Background: an optimization exercise with open tools, aiming at small area, a short achievable clock period and few clock cycles per item. Do not read the settings as production practice.
Only simulation tests tie the RTL to the original design; equivalence was not proved.

Setup of main:
## neurona_mac
module neurona_mac #(
    parameter int Signo     = 1,
    parameter int Magnitud  = 7,
    parameter int Precision = 24,
    parameter int Width     = Signo + Magnitud + Precision,
    parameter int NEntradas = 4
) (
    input  logic             CLK,
    input  logic             RST,
    input  logic             Inicio,
    input  logic [Width-1:0] Sesgo,
    input  logic             EntradaValida,
    input  logic [Width-1:0] Entrada,
    input  logic [Width-1:0] Peso,
    output logic             Ocupado,
    output logic             Listo,
    output logic [Width-1:0] Salida,
    output logic             Error
);
Size in the first run: ~3200 cells after synthesis, ~320 flip-flops, about 33000 µm² of cells after synthesis.
==> flow/config.mk <==
export PLATFORM = sky130hd
export DESIGN_NAME = neurona_mac
export DESIGN_NICKNAME = neurona_mac
export VERILOG_FILES = /design/flow/design.v
export SDC_FILE = /design/flow/constraint.sdc
export NUM_CORES = 4
export LEC_CHECK = 0
export CAP_MARGIN = 20
export CORE_MARGIN = 2
export CORE_UTILIZATION = 40
export SLEW_MARGIN = 20
export SYNTH_HIERARCHICAL = 1
export TNS_END_PERCENT = 0
==> flow/constraint.sdc <==
create_clock -name core_clock -period 13.5 [get_ports {CLK}]
set_input_delay 2.7000 -clock core_clock [delete_from_list [all_inputs] [get_ports {CLK}]]
set_output_delay 2.7000 -clock core_clock [all_outputs]
set_load 0.01 [all_outputs]
standard.sh (not shown) runs the stock make flow with config.mk's settings and CLKGATE_MAP_FILE= SYNTH_SCRIPT=/design/flow/synth_recipe.tcl, a recipe that flattens the netlist after the stock synthesis.
==> flow/flow/run.sh <==
#!/bin/bash
set -euo pipefail
MARGIN=$(cat flow/margin.txt)
bash standard.sh SETUP_SLACK_MARGIN=$MARGIN \
  "BUFFER_PORTS_ARGS=-buffer_cell sky130_fd_sc_hd__buf_1" \
  finish > orfs_make.log 2>&1
==> flow/flow/margin.txt <==
9.7
Testbench counts of main, summed over its fixed seeds: cycles 3,584, items 512.
The following lists how the feature branch was set up differently from main:
diff --git a/flow/design.v b/flow/design.v
--- a/flow/design.v
+++ b/flow/design.v
@@ -62,42 +62,29 @@
             one_d[i] = wx[2*i+1] ^ wx[2*i];
             two_d[i] = (wx[2*i+2] & ~wx[2*i+1] & ~wx[2*i]) | (~wx[2*i+2] & wx[2*i+1] & wx[2*i]);
         end
     end
     always_ff @(posedge CLK) begin
         sg1_q  <= Entrada[31] ^ Peso[31];
         e1_q   <= toma ? Entrada : 32'd0;
         one1_q <= one_d;
         two1_q <= two_d;
         for (int i = 0; i < 16; i++) neg1_q[i] <= Peso[2*i+1];
     end
-    logic [15:0] onen1_q, twon1_q, negn1_q;
-    always_ff @(posedge CLK) begin
-        onen1_q <= ~(one_d & {16{toma | !GATE_DIG}});
-        twon1_q <= ~(two_d & {16{toma | !GATE_DIG}});
-        for (int i = 0; i < 16; i++) negn1_q[i] <= ~(Peso[2*i+1] & (toma | !GATE_NEG));
-    end
-    logic [33:0] ex, ey;
+    logic [33:0] ex;
     assign ex = {e1_q[31], e1_q, 1'b0};
-    assign ey = ex;
-    localparam int SPLIT = 17;   
     logic [32:0] pp [16];
     always_comb begin
         for (int i = 0; i < 16; i++)
             for (int j = 0; j < 33; j++)
-                if (i < 8)
-                    pp[i][j] = ((one1_q[i] & ex[j+1]) | (two1_q[i] & ex[j])) ^ neg1_q[i];
-                else if (j < SPLIT)
-                    pp[i][j] = ((one1_q[i] & ey[j+1]) | (two1_q[i] & ey[j])) ^ neg1_q[i];
-                else
-                    pp[i][j] = ((~onen1_q[i] & ey[j+1]) | (~twon1_q[i] & ey[j])) ^ ~negn1_q[i];
+                pp[i][j] = ((one1_q[i] & ex[j+1]) | (two1_q[i] & ex[j])) ^ neg1_q[i];
     end
     wire pps0 = ~pp[0][32];
     wire pps1 = ~pp[1][32];
     wire pps2 = ~pp[2][32];
     wire pps3 = ~pp[3][32];
     wire pps4 = ~pp[4][32];
     wire pps5 = ~pp[5][32];
     wire pps6 = ~pp[6][32];
     wire pps7 = ~pp[7][32];
     wire pps8 = ~pp[8][32];
     wire pps9 = ~pp[9][32];
@@ -1699,84 +1686,43 @@
     wire [8:0] pt0 = pa[63:55] + pb[63:55];
         wire [8:0] pt1 = pa[63:55] + pb[63:55] + 9'd1;
         wire       povf = ph_c31 ? !((&pt1) || !(|pt1)) : !((&pt0) || !(|pt0));
     wire [34:0] smax = acc_q + 35'h07FFFFFFF;
     wire [34:0] smin = acc_q + 35'h780000000;
     wire [34:0] ssat = sg2_q ? smin : smax;
     wire [34:0] acc_d = povf ? ssat : sraw;
     wire        osat = !((&ssat[34:31]) || !(|ssat[34:31]));
     wire [32:0] craw = oraw ? {1'b1, sraw_neg ? 32'h80000000 : 32'h7FFFFFFF} : {1'b0, sraw[31:0]};
     wire [32:0] csat = osat ? {1'b1, ssat[34] ? 32'h80000000 : 32'h7FFFFFFF} : {1'b0, ssat[31:0]};
     wire [32:0] cfin = povf ? csat : craw;
-    localparam bit SELMOD = 0;
-    localparam bit TAIL = 1;
-    wire [31:0] salida_d;
-    wire [31:0] satk0 = {st0[3], {31{~st0[3]}}};
-    wire [31:0] satk1 = {st1[3], {31{~st1[3]}}};
-    genvar gb;
-    generate
-        if (SELMOD) begin : g_selmod
-            for (gb = 0; gb < 32; gb++) begin : g_sel
-                neurona_mac_selb u_selb (.s(sraw[gb]), .c(c31), .o0(ovf0), .o1(ovf1), .k0(satk0[gb]),
-                                         .k1(satk1[gb]), .pv(povf), .cs(csat[gb]), .en(fin),
-                                         .q(salida_q[gb]), .y(salida_d[gb]));
-            end
-        end else if (TAIL) begin : g_tail
-            for (gb = 0; gb < 4; gb++) begin : g_sl
-                neurona_mac_sal8 u_sal8 (.s(sraw[8*gb+7:8*gb]), .cs(csat[8*gb+7:8*gb]),
-                                         .q(salida_q[8*gb+7:8*gb]), .k0(satk0[8*gb+7:8*gb]),
-                                         .k1(satk1[8*gb+7:8*gb]), .c(c31), .o0(ovf0), .o1(ovf1),
-                                         .pv(povf), .en(fin), .y(salida_d[8*gb+7:8*gb]));
-            end
-        end
-    endgenerate
     always_ff @(posedge CLK) begin
         if (libre_q) acc_q <= {{3{Sesgo[31]}}, Sesgo};
         else if (v2_q || GATE) acc_q <= acc_d;
     end
     always_ff @(posedge CLK or posedge RST) begin
         if (RST) begin
             err_q    <= 1'b0;
             salida_q <= 32'd0;
             error_q  <= 1'b0;
         end else begin
             if (libre_q) err_q <= 1'b0;
             else if (v2_q || GATE) err_q <= err_q | povf;
-            salida_q <= salida_d;
+            if (fin) salida_q <= cfin[31:0];
             if (fin) error_q <= err_q | povf | cfin[32];
         end
     end
     assign Ocupado = ocupado_q;
     assign Listo   = listo_q;
     assign Salida  = salida_q;
     assign Error   = error_q;
 endmodule
-module neurona_mac_sal8 (
-    input  logic [7:0] s,
-    input  logic [7:0] cs,
-    input  logic [7:0] q,
-    input  logic [7:0] k0,
-    input  logic [7:0] k1,
-    input  logic       c,
-    input  logic       o0,
-    input  logic       o1,
-    input  logic       pv,
-    input  logic       en,
-    output logic [7:0] y
-);
-    logic       sel;
-    logic [7:0] k;
-    assign sel = c ? o1 : o0;
-    assign k   = c ? k1 : k0;
-    assign y   = !en ? q : pv ? cs : sel ? k : s;
-endmodule
 module neurona_mac_fa (
     input  logic a,
     input  logic b,
     input  logic c,
     output logic s,
     output logic co
 );
     assign s  = a ^ b ^ c;
     assign co = (a & b) | (a & c) | (b & c);
 endmodule
 module neurona_mac_c42 (
--- outcome ---
The feature branch vs main, clock skew went down by 0.021 ns.
Cmp the feature branch vs main: setup slack lower in the feature branch
Against main, synthesized area in the feature branch fell by a few percent.
Looking at number of global-route vias before repair, the feature branch sits 318 above main.
Fmax delta (the feature branch − main): unfavourable
Diff the feature branch and main: sequential share of layout area lower in the feature branch
Testbench counts of the feature branch, summed over its fixed seeds: cycles 3,584, items 512.

port drivers added, routing unchanged:
Ports are ideal in the flow. The routed layouts listed here were re-timed in OpenROAD. Step 1 (the two cells are an assumption about what drives the block):
set clk [get_ports {CLK}]
set_driving_cell -lib_cell sky130_fd_sc_hd__clkbuf_16 $clk
set_driving_cell -lib_cell sky130_fd_sc_hd__buf_2 [delete_from_list [all_inputs] $clk]
Step 2 moves the port delays by t, midway between the first and last clock arrival at a register: inputs arrive t later, outputs are due t later. That takes back most of the time a late clock gives input paths. Slacks: ideal / step 1 / step 2; pairs: ideal / step 1.
run | t, ns | setup slack, ns | worst setup path at the end | slew at the worst register clock pin (ns) | pins driven straight from the clock port
main | 0.641 | 9.300 / 9.300 / 9.300 | register to register | 0.06 / 0.06 | 1
the feature branch | 0.639 | 9.223 / 9.223 / 9.223 | register to register | 0.07 / 0.07 | 1
After both steps every run listed still meets setup and hold.
